Context: an optimization exercise on an open-source flow, tuned for a short achievable clock period. The choices shown serve that exercise and are no tape-out recipe.
The RTL was checked by simulation tests, not by an equivalence proof against the original design.
The flow treats the clock pin as an ideal source, which a real chip does not have.
Power figures rest on the tool's default switching activity, not on a simulated workload.

Setup of job 3415:
Design mem_stage, start of the top module:
module mem_stage #(
    parameter int DEPTH  = 256,
    parameter int ADDR_W = 8
) (
    input  logic        clk,
    input  logic        rst,
    input  logic [37:0] pipeline_reg_in,
    input  logic        stall,
    output logic [36:0] pipeline_reg_out,
    output logic [2:0]  mem_op_dest,
    output logic        mem_wb_en,
    output logic [15:0] store_count,
    output logic        mem_addr_err
);
Size: ~7700 cells after synthesis, roughly 99 I/O pins, roughly 160000 um^2 of cells after synthesis.
==> module mem_stage, before the edit <==
module mem_stage #(
    parameter int DEPTH  = 256,
    parameter int ADDR_W = 8
) (
    input  logic        clk,
    input  logic        rst,
    input  logic [37:0] pipeline_reg_in,
    input  logic        stall,
    output logic [36:0] pipeline_reg_out,
    output logic [2:0]  mem_op_dest,
    output logic        mem_wb_en,
    output logic [15:0] store_count,
    output logic        mem_addr_err
);
    logic [15:0]       alu_result_s;
    logic              mem_write_en_s;
    logic [15:0]       mem_write_data_s;
    logic              wb_result_mux_s;
    logic [ADDR_W-1:0] addr_s;
    logic [15:0]       half_s [2];
    logic              oob_s;
    logic              store_en_s;
    logic              fwd_s;
    logic [15:0] mem_r [DEPTH];
    logic [20:0] out_r;      
    logic [15:0] half_n_r [2];  
    logic [15:0] count_r;
    logic              wbuf_valid_r;
    logic [ADDR_W-1:0] wbuf_addr_r;
    logic [15:0]       wbuf_data_r;
    assign alu_result_s     = pipeline_reg_in[37:22];
    assign mem_write_en_s   = pipeline_reg_in[21];
    assign mem_write_data_s = pipeline_reg_in[20:5];
    assign wb_result_mux_s  = pipeline_reg_in[0];
    assign addr_s           = alu_result_s[ADDR_W-1:0];
    assign fwd_s            = wbuf_valid_r && (wbuf_addr_r == addr_s);
    assign mem_op_dest = pipeline_reg_in[3:1];
    assign mem_wb_en   = pipeline_reg_in[4];
    always_comb begin
        oob_s = 1'b0;
        oob_s = ((alu_result_s >> ADDR_W) != 16'd0) && (mem_write_en_s || wb_result_mux_s) && !stall;
        store_en_s = mem_write_en_s && !stall && !rst && !oob_s;
    end
    always_comb begin
        for (int h = 0; h < 2; h++) begin
            half_s[h] = 16'h0000;
            if (!oob_s && addr_s[ADDR_W-1] == 1'(h)) begin
                half_s[h] = fwd_s ? wbuf_data_r : mem_r[{1'(h), addr_s[ADDR_W-2:0]}];
            end
        end
    end
    always_ff @(posedge clk) begin
        wbuf_valid_r <= store_en_s;
        wbuf_addr_r  <= addr_s;
        wbuf_data_r  <= mem_write_data_s;
        if (wbuf_valid_r) begin
            mem_r[wbuf_addr_r] <= wbuf_data_r;
        end
    end
    always_ff @(posedge clk) begin
        if (rst) begin
            half_n_r[0] <= 16'hffff;
            half_n_r[1] <= 16'hffff;
            out_r     <= 21'd0;
            count_r   <= 16'd0;
        end else if (!stall) begin
            half_n_r[0] <= ~half_s[0];
            half_n_r[1] <= ~half_s[1];
            out_r     <= {alu_result_s, pipeline_reg_in[4:0]};
            if (store_en_s) begin
                count_r <= count_r + 16'd1;
            end
        end
    end
    logic err_r;
    always_ff @(posedge clk) begin
        if (rst) begin
            err_r <= 1'b0;
        end else if (oob_s) begin
            err_r <= 1'b1;
        end
    end
    assign mem_addr_err = err_r;
    assign pipeline_reg_out = {~(half_n_r[0] & half_n_r[1]), out_r};
    assign store_count      = count_r;
endmodule
==> flow/config.mk <==
export PLATFORM = sky130hd
export DESIGN_NAME = mem_stage
export DESIGN_NICKNAME = mem_stage
export VERILOG_FILES = /design/flow/design.v
export SDC_FILE = /design/flow/constraint.sdc
export NUM_CORES = 4
export LEC_CHECK = 0
export ABC_CLOCK_PERIOD_IN_PS = 2500
export CAP_MARGIN = 20
export CORE_MARGIN = 2
export CORE_UTILIZATION = 40
export SLEW_MARGIN = 20
==> flow/constraint.sdc <==
create_clock -name core_clock -period 6.0 [get_ports {clk}]
set_input_delay 1.2000 -clock core_clock [delete_from_list [all_inputs] [get_ports {clk}]]
set_output_delay 1.2000 -clock core_clock [all_outputs]
set_load 0.01 [all_outputs]
standard.sh (not shown) runs the stock make flow with config.mk's settings and CLKGATE_MAP_FILE= SYNTH_SCRIPT=/design/flow/synth_recipe.tcl, a recipe that flattens the netlist after the stock synthesis.
==> flow/flow/run.sh <==
#!/bin/bash
set -euo pipefail
M=${MARGIN:-3.3}
F="MATCH_CELL_FOOTPRINT=0"
export EXTRA_MARGINS="2.9 3.1 3.3"
export EXTRA_MARGINS_GRT="3.0 3.2 3.4"
export RC_SCALE=1.3
bash standard.sh synth > synth.log 2>&1
bash standard.sh $F SETUP_SLACK_MARGIN=0 floorplan > floorplan.log 2>&1
bash standard.sh $F SETUP_SLACK_MARGIN=0 place > place.log 2>&1
bash standard.sh $F "POST_CTS_TCL=$PWD/flow/post_cts.tcl" SETUP_SLACK_MARGIN=$M TNS_END_PERCENT=5 cts > cts.log 2>&1
bash standard.sh $F "POST_GLOBAL_ROUTE_TCL=$PWD/flow/post_grt.tcl" SETUP_SLACK_MARGIN=$M TNS_END_PERCENT=5 route > route.log 2>&1
bash standard.sh $F SETUP_SLACK_MARGIN=$M finish > finish.log 2>&1
Other scripts of this flow, unchanged in this note and not shown: flow/flow/pessimistic_rc.tcl, flow/flow/post_cts.tcl, flow/flow/post_grt.tcl
--- input diff job 3415..job 6371 ---
diff --git a/flow/design.v b/flow/design.v
--- a/flow/design.v
+++ b/flow/design.v
@@ -23,7 +23,7 @@
     logic              fwd_s;
     logic [15:0] mem_r [DEPTH];
     logic [20:0] out_r;      
-    logic [15:0] half_n_r [2];  
+    logic [15:0] half_r [2];  
     logic [15:0] count_r;
     logic              wbuf_valid_r;
     logic [ADDR_W-1:0] wbuf_addr_r;
@@ -59,13 +59,13 @@
     end
     always_ff @(posedge clk) begin
         if (rst) begin
-            half_n_r[0] <= 16'hffff;
-            half_n_r[1] <= 16'hffff;
+            half_r[0] <= 16'd0;
+            half_r[1] <= 16'd0;
             out_r     <= 21'd0;
             count_r   <= 16'd0;
         end else if (!stall) begin
-            half_n_r[0] <= ~half_s[0];
-            half_n_r[1] <= ~half_s[1];
+            half_r[0] <= half_s[0];
+            half_r[1] <= half_s[1];
             out_r     <= {alu_result_s, pipeline_reg_in[4:0]};
             if (store_en_s) begin
                 count_r <= count_r + 16'd1;
@@ -81,6 +81,6 @@
         end
     end
     assign mem_addr_err = err_r;
-    assign pipeline_reg_out = {~(half_n_r[0] & half_n_r[1]), out_r};
+    assign pipeline_reg_out = {half_r[0] | half_r[1], out_r};
     assign store_count      = count_r;
 endmodule
==> run notes <==
Job 6371 — average wire length per cell after detail routing 2.6% lower, job 3415 as reference
Summary — final critical path time including I/O delays and setup, job 6371 relative to job 3415: higher, by 43 ps.
Job 6371 vs. job 3415: maximum frequency dropped 1.4%, net load switching power moved down, met1 layer wirelength in the final routing went down by about 3.5%.
Summary of job 6371 over job 3415: total power draw decreased 0.46%, first-pass GRT wire length decreased 4.6%, met3 demand-to-capacity share in global routing decreased 1.8 points, critical path depth decreased 11.

port drivers added, routing unchanged:
The results above use ideal ports. As a check the final layouts listed here were re-extracted and re-timed, cells and wires unchanged. Step 1 sets driving cells, clkbuf_16 on the clock port and buf_2 on the other inputs (assumed; they add their load-dependent delay and slew). Step 2 also shifts input and output timing later by t, the mid clock arrival at the registers, as if the neighbouring blocks saw the same clock. Three values: ideal ports, drivers, drivers and shift; two values: the first two.
| run | t, ns | slack for setup (ns) | hold slack, ns | latest minus earliest clock arrival (ns) | worst slew at a driven data input, ns |
|---|---|---|---|---|---|
| job 3415 | 1.069 | 3.011 / 2.570 / 1.501 | 0.311 / 0.255 / 0.500 | 0.082 / 0.082 | 0.67 |
| job 6371 | 1.087 | 2.968 / 2.860 / 1.944 | 0.293 / 0.237 / 0.495 | 0.072 / 0.073 | 0.56 |
After both steps every run listed still meets setup and hold. The setup slack of job 3415, which loses most, moves by -0.441 ns with the drivers and by -1.510 ns with both steps.
